This is an optimization exercise on Yosys and OpenROAD, whose aim is small area, not a production implementation. In this exercise RTL edits were held to simulation tests only and were not proved equivalent to the original. No activity file was given, so power comes from the tool's default toggle rates.

`run.sh`:
```
#!/bin/bash
# synth_recipe.tcl (not shown) runs the flow's synth.tcl, then flattens the netlist and writes it again
# the make line also repeats each setting of config.mk as NAME=value (left out here)
make -C /OpenROAD-flow-scripts/flow DESIGN_CONFIG=/design/flow/config.mk WORK_HOME=/design/flow/orfs CLKGATE_MAP_FILE= SYNTH_SCRIPT=/design/flow/synth_recipe.tcl finish
```
`config.mk`:
```
export PLATFORM = sky130hd
export DESIGN_NAME = thick_line_rasterizer_top
export DESIGN_NICKNAME = thick_line_rasterizer_top
export VERILOG_FILES = /design/flow/design.v
export SDC_FILE = /design/flow/constraint.sdc
export NUM_CORES = 4
export LEC_CHECK = 0
export CAP_MARGIN = 20
export CORE_MARGIN = 2
export CORE_UTILIZATION = 40
export PLACE_DENSITY = 0.6
export SLEW_MARGIN = 20
```
`constraint.sdc`:
```
create_clock -name core_clock -period 8.0 [get_ports {i_clk}]
set_input_delay 1.6000 -clock core_clock [delete_from_list [all_inputs] [get_ports {i_clk}]]
set_output_delay 1.6000 -clock core_clock [all_outputs]
set_load 0.01 [all_outputs]
```
`design.v`:
```
package tlr_pkg;
    localparam int COORD_BITS = 9;
    localparam int THICK_BITS = 8;
    localparam int COLOR_BITS = 16;
    localparam int WIN_BITS   = 10;
    localparam int COUNT_BITS = 17;
    localparam int ERR_BITS   = COORD_BITS + 1;
    localparam int IN_BITS    = 4 * COORD_BITS + THICK_BITS + COLOR_BITS;
    localparam int IN_BYTES   = (IN_BITS + 7) / 8;
    localparam int OUT_BITS   = 4 * WIN_BITS + COUNT_BITS + COLOR_BITS;
    localparam int OUT_BYTES  = (OUT_BITS + 7) / 8;
    localparam logic ACT_LOAD = 1'b0;
    localparam logic ACT_STEP = 1'b1;
    typedef logic [COORD_BITS-1:0] t_coord;
endpackage
module tlr_line_setup
(
    input  tlr_pkg::t_coord                 i_x0,
    input  tlr_pkg::t_coord                 i_y0,
    input  tlr_pkg::t_coord                 i_x1,
    input  tlr_pkg::t_coord                 i_y1,
    output tlr_pkg::t_coord                 o_x,       
    output tlr_pkg::t_coord                 o_y,
    output tlr_pkg::t_coord                 o_dmaj,    
    output tlr_pkg::t_coord                 o_dmin,    
    output tlr_pkg::t_coord                 o_ddif,    
    output logic [tlr_pkg::ERR_BITS-1:0]    o_err,     
    output logic                            o_ymaj,
    output logic                            o_mneg     
);
    logic [tlr_pkg::COORD_BITS:0] dx;
    logic [tlr_pkg::COORD_BITS:0] dy;
    logic [tlr_pkg::COORD_BITS:0] e;
    tlr_pkg::t_coord              adx;
    tlr_pkg::t_coord              ady;
    logic                         sx;
    logic                         sy;
    logic                         swap;
    always_comb begin
        dx   = {1'b0, i_x1} - {1'b0, i_x0};
        dy   = {1'b0, i_y1} - {1'b0, i_y0};
        sx   = dx[tlr_pkg::COORD_BITS];
        sy   = dy[tlr_pkg::COORD_BITS];
        adx  = sx ? tlr_pkg::COORD_BITS'(-dx) : dx[tlr_pkg::COORD_BITS-1:0];
        ady  = sy ? tlr_pkg::COORD_BITS'(-dy) : dy[tlr_pkg::COORD_BITS-1:0];
        e    = {1'b0, ady} - {1'b0, adx};
        o_ymaj = !e[tlr_pkg::COORD_BITS];
        o_dmaj = o_ymaj ? ady : adx;
        o_dmin = o_ymaj ? adx : ady;
        o_ddif = o_ymaj ? e[tlr_pkg::COORD_BITS-1:0] : tlr_pkg::COORD_BITS'(-e);
        o_err  = {1'b0, o_dmin} + {2'b11, ~o_dmaj[tlr_pkg::COORD_BITS-1:1]};
        o_mneg = sx ^ sy;
        swap   = o_ymaj ? sy : sx;
        o_x    = swap ? i_x1 : i_x0;
        o_y    = swap ? i_y1 : i_y0;
    end
endmodule
module tlr_step_unit
(
    input  tlr_pkg::t_coord                 i_x,
    input  tlr_pkg::t_coord                 i_y,
    input  tlr_pkg::t_coord                 i_rem,
    input  logic [tlr_pkg::ERR_BITS-1:0]    i_err,
    input  tlr_pkg::t_coord                 i_dmin,
    input  tlr_pkg::t_coord                 i_ddif,
    input  logic                            i_ymaj,
    input  logic                            i_mneg,
    output tlr_pkg::t_coord                 o_x,
    output tlr_pkg::t_coord                 o_y,
    output tlr_pkg::t_coord                 o_rem,
    output logic [tlr_pkg::ERR_BITS-1:0]    o_err,
    output logic                            o_straight,
    output logic                            o_done
);
    logic pos;
    logic xmove;
    logic ymove;
    always_comb begin
        o_straight = (i_dmin == '0);
        o_done     = o_straight || (i_rem == '0);
        pos        = !i_err[tlr_pkg::ERR_BITS-1];
        xmove      = !i_ymaj || pos;
        ymove      = i_ymaj || pos;
        o_x   = !xmove ? i_x : ((i_ymaj && i_mneg) ? i_x - 1'b1 : i_x + 1'b1);
        o_y   = !ymove ? i_y : ((!i_ymaj && i_mneg) ? i_y - 1'b1 : i_y + 1'b1);
        o_rem = i_rem - 1'b1;
        o_err = pos ? i_err - {1'b0, i_ddif} : i_err + {1'b0, i_dmin};
    end
endmodule
module thick_line_rasterizer_top
(
    input  logic                   i_clk,
    input  logic                   i_rst_n,
    input  logic                   s_axis_tvalid,
    output logic                   s_axis_tready,
    input  logic [8*tlr_pkg::IN_BYTES-1:0]  s_axis_tdata,
    input  logic                   s_axis_tuser,
    output logic                   m_axis_tvalid,
    input  logic                   m_axis_tready,
    output logic [8*tlr_pkg::OUT_BYTES-1:0] m_axis_tdata,
    output logic                   m_axis_tlast
);
    localparam int CB = tlr_pkg::COORD_BITS;
    localparam int TB = tlr_pkg::THICK_BITS;
    localparam int WB = tlr_pkg::WIN_BITS;
    logic                          r_pend;
    logic                          r_busy;
    tlr_pkg::t_coord               r_x;
    tlr_pkg::t_coord               r_y;
    tlr_pkg::t_coord               r_rem;
    logic [tlr_pkg::ERR_BITS-1:0]  r_err;
    tlr_pkg::t_coord               r_dmin;
    tlr_pkg::t_coord               r_ddif;
    logic                          r_ymaj;
    logic                          r_mneg;
    logic [TB-1:0]                 r_thick;
    logic [tlr_pkg::COLOR_BITS-1:0] r_color;
    logic                          r_out_valid;
    tlr_pkg::t_coord               r_out_col;
    tlr_pkg::t_coord               r_out_row;
    tlr_pkg::t_coord               r_out_len;
    logic                          r_out_hspan;
    logic                          r_out_vspan;
    logic [TB-1:0]                 r_out_thick;
    logic [tlr_pkg::COLOR_BITS-1:0] r_out_color;
    logic                          r_out_last;
    tlr_pkg::t_coord               set_x, set_y, set_dmaj, set_dmin, set_ddif;
    logic [tlr_pkg::ERR_BITS-1:0]  set_err;
    logic                          set_ymaj, set_mneg;
    tlr_pkg::t_coord               nxt_x, nxt_y, nxt_rem;
    logic [tlr_pkg::ERR_BITS-1:0]  nxt_err;
    logic                          straight;
    logic                          done;
    logic                          accept;
    logic                          load;
    logic                          step;
    logic                          busy_next;
    tlr_line_setup u_setup (
        .i_x0   (s_axis_tdata[CB-1:0]),
        .i_y0   (s_axis_tdata[2*CB-1:CB]),
        .i_x1   (s_axis_tdata[3*CB-1:2*CB]),
        .i_y1   (s_axis_tdata[4*CB-1:3*CB]),
        .o_x    (set_x),
        .o_y    (set_y),
        .o_dmaj (set_dmaj),
        .o_dmin (set_dmin),
        .o_ddif (set_ddif),
        .o_err  (set_err),
        .o_ymaj (set_ymaj),
        .o_mneg (set_mneg)
    );
    tlr_step_unit u_step (
        .i_x        (r_x),
        .i_y        (r_y),
        .i_rem      (r_rem),
        .i_err      (r_err),
        .i_dmin     (r_dmin),
        .i_ddif     (r_ddif),
        .i_ymaj     (r_ymaj),
        .i_mneg     (r_mneg),
        .o_x        (nxt_x),
        .o_y        (nxt_y),
        .o_rem      (nxt_rem),
        .o_err      (nxt_err),
        .o_straight (straight),
        .o_done     (done)
    );
    assign s_axis_tready = !r_pend || !r_out_valid || m_axis_tready;
    assign accept        = s_axis_tvalid && s_axis_tready && i_rst_n;
    assign load          = accept && (s_axis_tuser == tlr_pkg::ACT_LOAD);
    assign step          = r_pend && (!r_out_valid || m_axis_tready);
    assign busy_next     = load || (step ? !done : r_busy);
    always_ff @(posedge i_clk) begin
        if (!i_rst_n) begin
            r_pend      <= 1'b0;
            r_busy      <= 1'b0;
            r_out_valid <= 1'b0;
        end else begin
            if (s_axis_tready) begin
                r_pend <= s_axis_tvalid && (s_axis_tuser == tlr_pkg::ACT_STEP) && busy_next;
            end
            r_busy <= busy_next;
            if (step) begin
                r_out_valid <= 1'b1;
            end else if (m_axis_tready) begin
                r_out_valid <= 1'b0;
            end
        end
    end
    always_ff @(posedge i_clk) begin
        if (load) begin
            r_x     <= set_x;
            r_y     <= set_y;
            r_rem   <= set_dmaj;
            r_err   <= set_err;
            r_dmin  <= set_dmin;
            r_ddif  <= set_ddif;
            r_ymaj  <= set_ymaj;
            r_mneg  <= set_mneg;
            r_thick <= s_axis_tdata[4*CB+TB-1:4*CB];
            r_color <= s_axis_tdata[tlr_pkg::IN_BITS-1:4*CB+TB];
        end else if (step) begin
            r_x     <= nxt_x;
            r_y     <= nxt_y;
            r_rem   <= nxt_rem;
            r_err   <= nxt_err;
        end
        if (step) begin
            r_out_col   <= r_x;
            r_out_row   <= r_y;
            r_out_len   <= r_rem;
            r_out_hspan <= straight && !r_ymaj;
            r_out_vspan <= straight && r_ymaj;
            r_out_thick <= r_thick;
            r_out_color <= r_color;
            r_out_last  <= done;
        end
    end
    logic [WB-1:0]                 w_minus1;
    logic [WB-1:0]                 col_ext;
    logic [WB-1:0]                 row_ext;
    logic [CB-1:0]                 mul_b;
    logic [WB-1:0]                 col_last;
    logic [WB-1:0]                 row_last;
    logic [tlr_pkg::COUNT_BITS-1:0] count;
    always_comb begin
        w_minus1 = WB'(r_out_thick) - WB'(1);
        col_ext  = r_out_hspan ? WB'(r_out_len) : w_minus1;
        row_ext  = r_out_vspan ? WB'(r_out_len) : w_minus1;
        col_last = WB'(r_out_col) + col_ext;
        row_last = WB'(r_out_row) + row_ext;
        mul_b    = (r_out_hspan || r_out_vspan) ? r_out_len : w_minus1[CB-1:0];
        count    = tlr_pkg::COUNT_BITS'(r_out_thick) * tlr_pkg::COUNT_BITS'(mul_b)
                 + tlr_pkg::COUNT_BITS'(r_out_thick);
    end
    assign m_axis_tvalid = r_out_valid;
    assign m_axis_tlast  = r_out_last;
    assign m_axis_tdata  = {(8*tlr_pkg::OUT_BYTES-tlr_pkg::OUT_BITS)'(0), r_out_color, count,
                            row_last, col_last, WB'(r_out_row), WB'(r_out_col)};
endmodule
```
==> summary.txt <==
## power by group
group	internal (mW)	switching (mW)	total (mW)
sequential	0.911	0.0372	0.948
combinational	1.01	1.04	2.05
clock	0.422	0.354	0.776
## cell usage after synthesis (all sizes together), types with 28 or more instances
library cell,n
mux2i,29
xnor2,81
edfxtp,135
ha,114
xor2,31
inv,155
nor2,77
nand2,133
fa,59
and2,28
a21oi,84
o21ai,47
## cells in the final DEF (no fill, tap or decap), types with 5 or more instances in the layout
cell / instances
and3_1: 5
fa_1: 59
o21a_1: 8
nor3_1: 9
o21ai_0: 26
buf_4: 142
mux2_2: 18
xnor2_1: 77
xor2_1: 29
nand3_1: 6
nor2_1: 77
clkdlybuf4s50_1: 133
ha_1: 114
edfxtp_1: 135
nand2b_1: 13
conb_1: 9
clkbuf_16: 17
a21o_1: 23
o21bai_1: 23
a21oi_2: 5
a211oi_1: 8
and2_1: 27
inv_8: 7
a21oi_1: 79
a31oi_1: 7
inv_1: 152
o21ai_1: 19
mux2i_1: 26
nand2_1: 129
or3_1: 7
## sequential cells by signal (all words and copies together), names as in the netlist, 8 cells and up
name / count
r_color: 16
r_ddif: 9
r_dmin: 9
r_err: 10
r_out_col: 9
r_out_color: 16
r_out_len: 9
r_out_row: 9
r_out_thick: 8
r_rem: 9
r_thick: 8
r_x: 9
r_y: 9
## worst max-delay path, delay by kind of cell
family,cells,cell delay [ns]
adders and majority gates,6,1.75
xor gates and xnor gates,3,0.76
AOI/OAI and AO/OA,10,1.58
buffers and inverters,8,1.53
muxes,2,0.52
and+or+nand+nor,1,0.09
## per-stage QoR
| step | setup WS (ns) | utilization [%] | hold slack [ns] |
|---|---|---|---|
| 2_1_floorplan | 0.213 | - | 0.400 |
| 3_3_place_gp | -0.153 | 49.6 | 0.401 |
| 3_5_place_dp | -0.215 | 49.6 | 0.405 |
| 4_1_cts | 0.0517 | 52.0 | 0.414 |
| 5_1_grt | -0.0143 | 52.6 | 0.411 |
| 6_report | 0.304 | 52.6 | 0.411 |
## cell families after synthesis
logic type,count (synthesis)
buf+inv,194
flops,138
xor+xnor,112
other cells,1
mux,48
simple gates,308
compound gates,237
fa+ha+maj,179
## final timing paths
check	end	slack, ns	depth (start not counted)
worst max-delay path	r_err[6]$_DFFE_PP_	0.30	30
worst min-delay path	r_out_color[7]$_DFFE_PP_	0.41	0
worst max register to register	r_err[9]$_DFFE_PP_	4.56	14
worst min register to register	r_out_color[7]$_DFFE_PP_	0.41	0
## layout make-up
class / count / area, um2
multi-input combinational: 894 / 7300
clock inverter: 15 / 176
fill: 2698 / 14000
clock buffer: 17 / 425
timing repair buffer: 280 / 2440
sequential: 138 / 4110
inverter: 156 / 586
tap: 390 / 488
## what timing repair did
action	in CTS	in global routing
buffers inserted	7	3
pin swaps	5	13
hold buffers	0	0
gates cloned	0	1
gates resized for setup	17	39
setup endpoints to repair	4	9
## routing by layer
layer / vias up / GRT usage, % / routed length [um] / share of wire [%]
li1: 4694 / - / - / -
met1: 4459 / 24.6 / 13300 / 46
met2: 188 / 32.9 / 14300 / 49
met3: 34 / 2.77 / 979 / 3.3
met4: 0 / 5.99 / 658 / 2.2
met5: - / 0 / 0 / 0
==> results.yml <==
route:
  drc: 0
  firstDrtPassIters: 6
  dr_total_vias: 9375
  routed_via_density: 4.96
  wirelength_um: 29300
  wl_per_cell_um: 15.5
  antenna_left: 0
  drt-initial-drc-count: 427
clock_tree:
  cts_sinks: 138
  root_buffer: "clkbuf_16"
  clock_latency_ns: 0.42
  htreeDepth: 4
  cts_tree: "yes"
  clk_path_buf_depth: 2
  cts_buffers: 17
  clkTransAtPathRegs_ns: 0.07
power_and_ir_drop:
  vdd_drop_max_v: 0.000158
  p_per_area_nw_per_um2: 243
  power.total_mw: 3.78
  power_leakage_nw: 6.87
worst_hold_path:
  hold_class: "register to register"
  min_from: "r_color[7]$_DFFE_PP_"
placed_design:
  io_buffers: 138
  dp_hpwl_um: 23800
  routabilityCongestion: 0.895
  place_area_um2: 14700
  dp_cells: 1847
yosys:
  yosys.area.top_type_share_pct: 33.9
  synthesis.area_um2: 12000
  synthTopCellsByArea: "edfxtp_1 34%, ha_1 12%, fa_1 9.9%, xnor2_1 5.9%, inv_1 4.8%"
  yosys.area.top_type: "edfxtp_1"
  ys_seq_elements: 138
  synth.area.mux_share_pct: 4.21
  async_flop_share_pct: 0
  synth_compound_area_share_pct: 12.5
  synth-seq-area-share_pct: 34.4
  synth_top_family_by_area: "adder cells"
  syn_inst: 1217
  yosys_warnings: 3
  yosysUniqueCellTypes: 70
  synth_simple_gate_area_share_pct: 11.8
  synth-edff-count: 135
  ys.flop_type: "edfxtp_1"
  syn_area_per_cell_um2: 9.84
  synth_xor_area_share_pct: 8.19
  synthAdderAreaFrac_pct: 22.3
critical_path:
  endpoint_kind: "register"
  cp-start-kind: "input pin"
  crit_top_cell: "buf_4"
  path_max_fanout: 5
  slowest_delay_ns: 0.52
  arrival_ns: 7.84
  required_ns: 8.14
  r2r-start: "r_err[9]$_DFFE_PP_"
  crit_type: "input pin to register"
  crit_slowest_cell: "clkdlybuf4s50_1"
  cp-startpoint: "s_axis_tdata[9]"
grt:
  grt_usage_pct: 19.1
  globalRouteOverflowTotal: 0
  grt_antenna_before_repair: 0
  grt_pass1_wl_um: 46900
  grt_max_degree: 56
  grt_pass1_vias: 9425
timing:
  finalSetupTns_ns: 0
  drv_slew: 0
  hold_violations: 0
  slew_headroom_pct: 40.6
  setup_viol_count_final: 0
  fin_worst_skew_ns: 0.0160
  max_freq_ghz: 0.130
  min_period_ns: 7.70
  period_share_pct: 96.2
  tightest_slew_ns: 0.889
outcome:
  status: "no timing/DRC/antenna violations"
die:
  rows: 63
  die-area_um2: 31300
  start_util_pct: 40.5
  die_h_um: 177
  core_area_um2: 29600
  design.portCount: 152
  fp.dieW_um: 177
final_layout:
  syn2layout_area_growth_pct: 29.7
  fin_area_um2: 15500
  drive_gt1_share_pct: 16.4
  antenna_cells: 0
  finalNonFillerCells: 1890
  nets: 1729
flow_run:
  cap_violations: 0

## static timing again, ports no longer ideal
In the flow no input, the clock included, has a driving cell. The finished layout below was timed again as built, in two steps.
Step 1 (the two cells are an assumption about what drives the block):
set clk [get_ports {i_clk}]
set_driving_cell -lib_cell sky130_fd_sc_hd__clkbuf_16 $clk
set_driving_cell -lib_cell sky130_fd_sc_hd__buf_2 [delete_from_list [all_inputs] $clk]
Step 2 also shifts input and output timing later by t, the mid clock arrival at the registers, as if the neighbouring blocks saw the same clock.
Slacks: no drivers / after step 1 / after step 2; pairs: no drivers / after step 1.
t, ns: 0.466
setup slack, ns: 0.304 / 0.330 / -0.136
latest minus earliest clock arrival (ns): 0.016 / 0.017
worst data-port slew with drivers (ns): 0.05
With both steps, setup timing fails in this run, where it was met with ideal ports. The setup slack of this run moves by +0.026 ns with the drivers and by -0.440 ns with both steps.
